Context: an optimization exercise on an open-source flow, tuned for small area, a short achievable clock period and few clock cycles. The choices shown serve that exercise and are no tape-out recipe. At most, simulation tests tie the RTL to the original design; equivalence was not proved. Power figures rest on the tool's default switching activity, not on a simulated workload.

## qm_top
module qm_top (
    input  logic        clk,
    input  logic        rst_n,
    input  logic        psel,
    input  logic        penable,
    input  logic        pwrite,
    input  logic [11:0] paddr,
    input  logic [31:0] pwdata,
    output logic [31:0] prdata,
    output logic        pready,
    output logic        pslverr
);
    function automatic logic [31:0] lowest(input logic [31:0] x);
        logic [31:0] p;
        p = x;
        for (int s = 0; s < 5; s++) begin
            for (int i = 0; i < 32; i++) begin
                if ((i >> s) & 1) p[i] = p[i] | p[((i >> s) << s) - 1];
            end
        end
        lowest = x & ~{p[30:0], 1'b0};
    endfunction
    function automatic logic [4:0] enc(input logic [31:0] oh);
        enc = '0;
        for (int i = 0; i < 32; i++) begin
            if (oh[i]) enc = enc | 5'(i);
        end
    endfunction
    logic setup, access;
    logic a_onset, a_ctrl, a_status, a_result, mapped;
    logic [4:0] k;
    assign setup    = psel & ~penable;
    assign access   = psel & penable;
    assign a_onset  = (paddr == 12'h000);
    assign a_ctrl   = (paddr == 12'h004);
    assign a_status = (paddr == 12'h008);
    assign a_result = (paddr[11:7] == 5'b00010) && (paddr[1:0] == 2'b00);
    assign mapped   = a_onset | a_ctrl | a_status | a_result;
    assign k        = paddr[6:2];
    logic [31:0] onset, spec, run_onset;
  ...
Size in the first run: about 83 I/O pins.
export LEC_CHECK = 0
export CAP_MARGIN = 30
export CORE_MARGIN = 2
export CORE_UTILIZATION = 40
export SLEW_MARGIN = 20
create_clock -name core_clock -period 12.0 [get_ports {clk}]
standard.sh (not shown) runs the stock make flow with config.mk's settings and CLKGATE_MAP_FILE= SYNTH_SCRIPT=/design/flow/synth_recipe.tcl, a recipe that flattens the netlist after the stock synthesis.
==> flow/flow/run.sh <==
#!/bin/bash
# Standard ORFS flow, with timing repair aiming past the clock target and
# plain buffers on the ports.
set -euo pipefail
bash standard.sh SETUP_SLACK_MARGIN=8 'BUFFER_PORTS_ARGS=-buffer_cell sky130_fd_sc_hd__buf_2' finish > standard.log 2>&1
Change:
--- a/flow/design.v
+++ b/flow/design.v
@@ -790,79 +790,59 @@
                     busy <= 1'b0;
                     done <= 1'b1;
                 end else begin
                     busy <= 1'b1;
                     done <= 1'b0;
                 end
             end
         end
     end
     assign prep_ok = (stab == 2'd2);
-    logic [9:0]  ring [32];
-    logic [4:0]  code_in;
-    always_comb begin
-        code_in = 5'd0;
-        for (int c = 0; c < 27; c++) begin
-            if (mcur[2:0] == 3'({(c / 9) % 3 == 2, (c / 3) % 3 == 2, c % 3 == 2}) &&
-                v[2:0]    == 3'({(c / 9) % 3 == 1, (c / 3) % 3 == 1, c % 3 == 1}))
-                code_in = 5'(c);
-        end
-    end
+    logic [10:0] ring [32];
     always_ff @(posedge clk) begin
-        ring[0] <= ins ? {ess, mcur[4:3], v[4:3], code_in} : ring[31];
+        ring[0] <= ins ? {ess, mcur, v} : ring[31];
         for (int j = 1; j < 32; j++) begin
             ring[j] <= ring[j-1];
         end
     end
     logic        rd_onset, rd_status, err_q;
-    logic [9:0]  rd_q;
-    logic [9:0]  rword;
-    logic [2:0]  dmask, dval;
+    logic [10:0] rd_q;
+    logic [10:0] rword;
     logic [3:0]  k_lo_oh, lo_oh;
     logic [7:0]  k_hi_oh, hi0_oh, hi_oh;
     logic        lo_borrow;
-    logic [9:0]  grp [8];
+    logic [10:0] grp [8];
     always_comb begin
         for (int i = 0; i < 4; i++) k_lo_oh[i] = (k[1:0] == 2'(i));
         for (int i = 0; i < 8; i++) k_hi_oh[i] = (k[4:2] == 3'(i));
         lo_borrow = 1'b0;
         for (int a = 0; a < 4; a++) lo_borrow = lo_borrow | (age_lo[a] & (k[1:0] > 2'(a)));
         for (int l = 0; l < 4; l++) begin
             lo_oh[l] = 1'b0;
             for (int a = 0; a < 4; a++) lo_oh[l] = lo_oh[l] | (age_lo[a] & k_lo_oh[(a - l + 4) % 4]);
         end
         for (int h = 0; h < 8; h++) begin
             hi0_oh[h] = 1'b0;
             for (int a = 0; a < 8; a++) hi0_oh[h] = hi0_oh[h] | (age_hi[a] & k_hi_oh[(a - h + 8) % 8]);
         end
         for (int h = 0; h < 8; h++) hi_oh[h] = lo_borrow ? hi0_oh[(h + 1) % 8] : hi0_oh[h];
         for (int h = 0; h < 8; h++) begin
             grp[h] = '0;
-            for (int l = 0; l < 4; l++) grp[h] = grp[h] | (lo_oh[l] ? ring[4*h + l] : 10'd0);
+            for (int l = 0; l < 4; l++) grp[h] = grp[h] | (lo_oh[l] ? ring[4*h + l] : 11'd0);
         end
         rword = '0;
-        for (int h = 0; h < 8; h++) rword = rword | (hi_oh[h] ? grp[h] : 10'd0);
+        for (int h = 0; h < 8; h++) rword = rword | (hi_oh[h] ? grp[h] : 11'd0);
     end
     always_ff @(posedge clk) begin
-        rd_q      <= (~pwrite & a_result & ({1'b0, k} < prime_cnt)) ? rword : 10'd0;
+        rd_q      <= (~pwrite & a_result & ({1'b0, k} < prime_cnt)) ? rword : 11'd0;
         rd_onset  <= ~pwrite & a_onset;
         rd_status <= ~pwrite & a_status;
         err_q     <= ~mapped | (pwrite & (a_status | a_result));
     end
     always_comb begin
-        dmask = '0;
-        dval  = '0;
-        for (int c = 0; c < 27; c++) begin
-            if (rd_q[4:0] == 5'(c)) begin
-                for (int i = 0; i < 3; i++) begin
-                    dmask[i] = ((c / (3 ** i)) % 3) == 2;
-                    dval[i]  = ((c / (3 ** i)) % 3) == 1;
-                end
-            end
-        end
-        prdata = {15'd0, rd_q[9], 3'd0, rd_q[8:7], dmask, 3'd0, rd_q[6:5], dval};
+        prdata = {15'd0, rd_q[10], 3'd0, rd_q[9:5], 3'd0, rd_q[4:0]};
         if (rd_onset)  prdata = prdata | onset;
         if (rd_status) prdata = prdata | {10'd0, ess_cnt, 2'd0, prime_cnt, 6'd0, done, busy};
     end
     assign pready  = 1'b1;
     assign pslverr = err_q;
 endmodule
After rerunning: The new run passed the timing, design-rule and antenna checks. Final area goes down by 1.6%. Routed wire length came out higher by about 3.5%. Sequential power is higher by about 28%. Global-route usage rose by 1.1 points. Die area went up by 1.6%. Register-to-register slack degrades by 160 ps. Maximum frequency grows by about 7%. Final cell count falls by 0.59%. Power went up by 38%. Synthesized cell count is unchanged. Worst hold slack is worse by 7.2 ps. Clock power came out lower by about 7%.
Testbench counts after the change, summed over its fixed seeds: cycles 7,828.
For the first run of this note, only the layout was checked, not whether the RTL still works.

re-timing with driven ports:
The flow's constraints put no driver on any port. The routed layouts listed below were extracted and timed again, unchanged, in two steps. Step 1 sets driving cells, clkbuf_16 on the clock port and buf_2 on the other inputs (assumed; they add their load-dependent delay and slew). Step 2 times the ports against the registers' clock, not the clock port: input delays grow and output delays shrink by t, the midpoint of the rising clock arrivals with the driver on. Slacks: no drivers / after step 1 / after step 2; pairs: no drivers / after step 1.
run | t, ns | setup WS [ns] | latest minus earliest clock arrival (ns) | slew at the worst register clock pin (ns) | cell pins on the clock port's net
the first run | 0.685 | 7.481 / 7.413 / 7.367 | 0.034 / 0.033 | 0.07 / 0.07 | 1
the second run | 0.676 | 7.765 / 7.765 / 7.400 | 0.042 / 0.043 | 0.07 / 0.07 | 1
After both steps setup and hold are still met in every run listed. For the second run, which loses most, drivers alone change the setup slack by 0.000 ns; drivers and shift together by -0.365 ns.
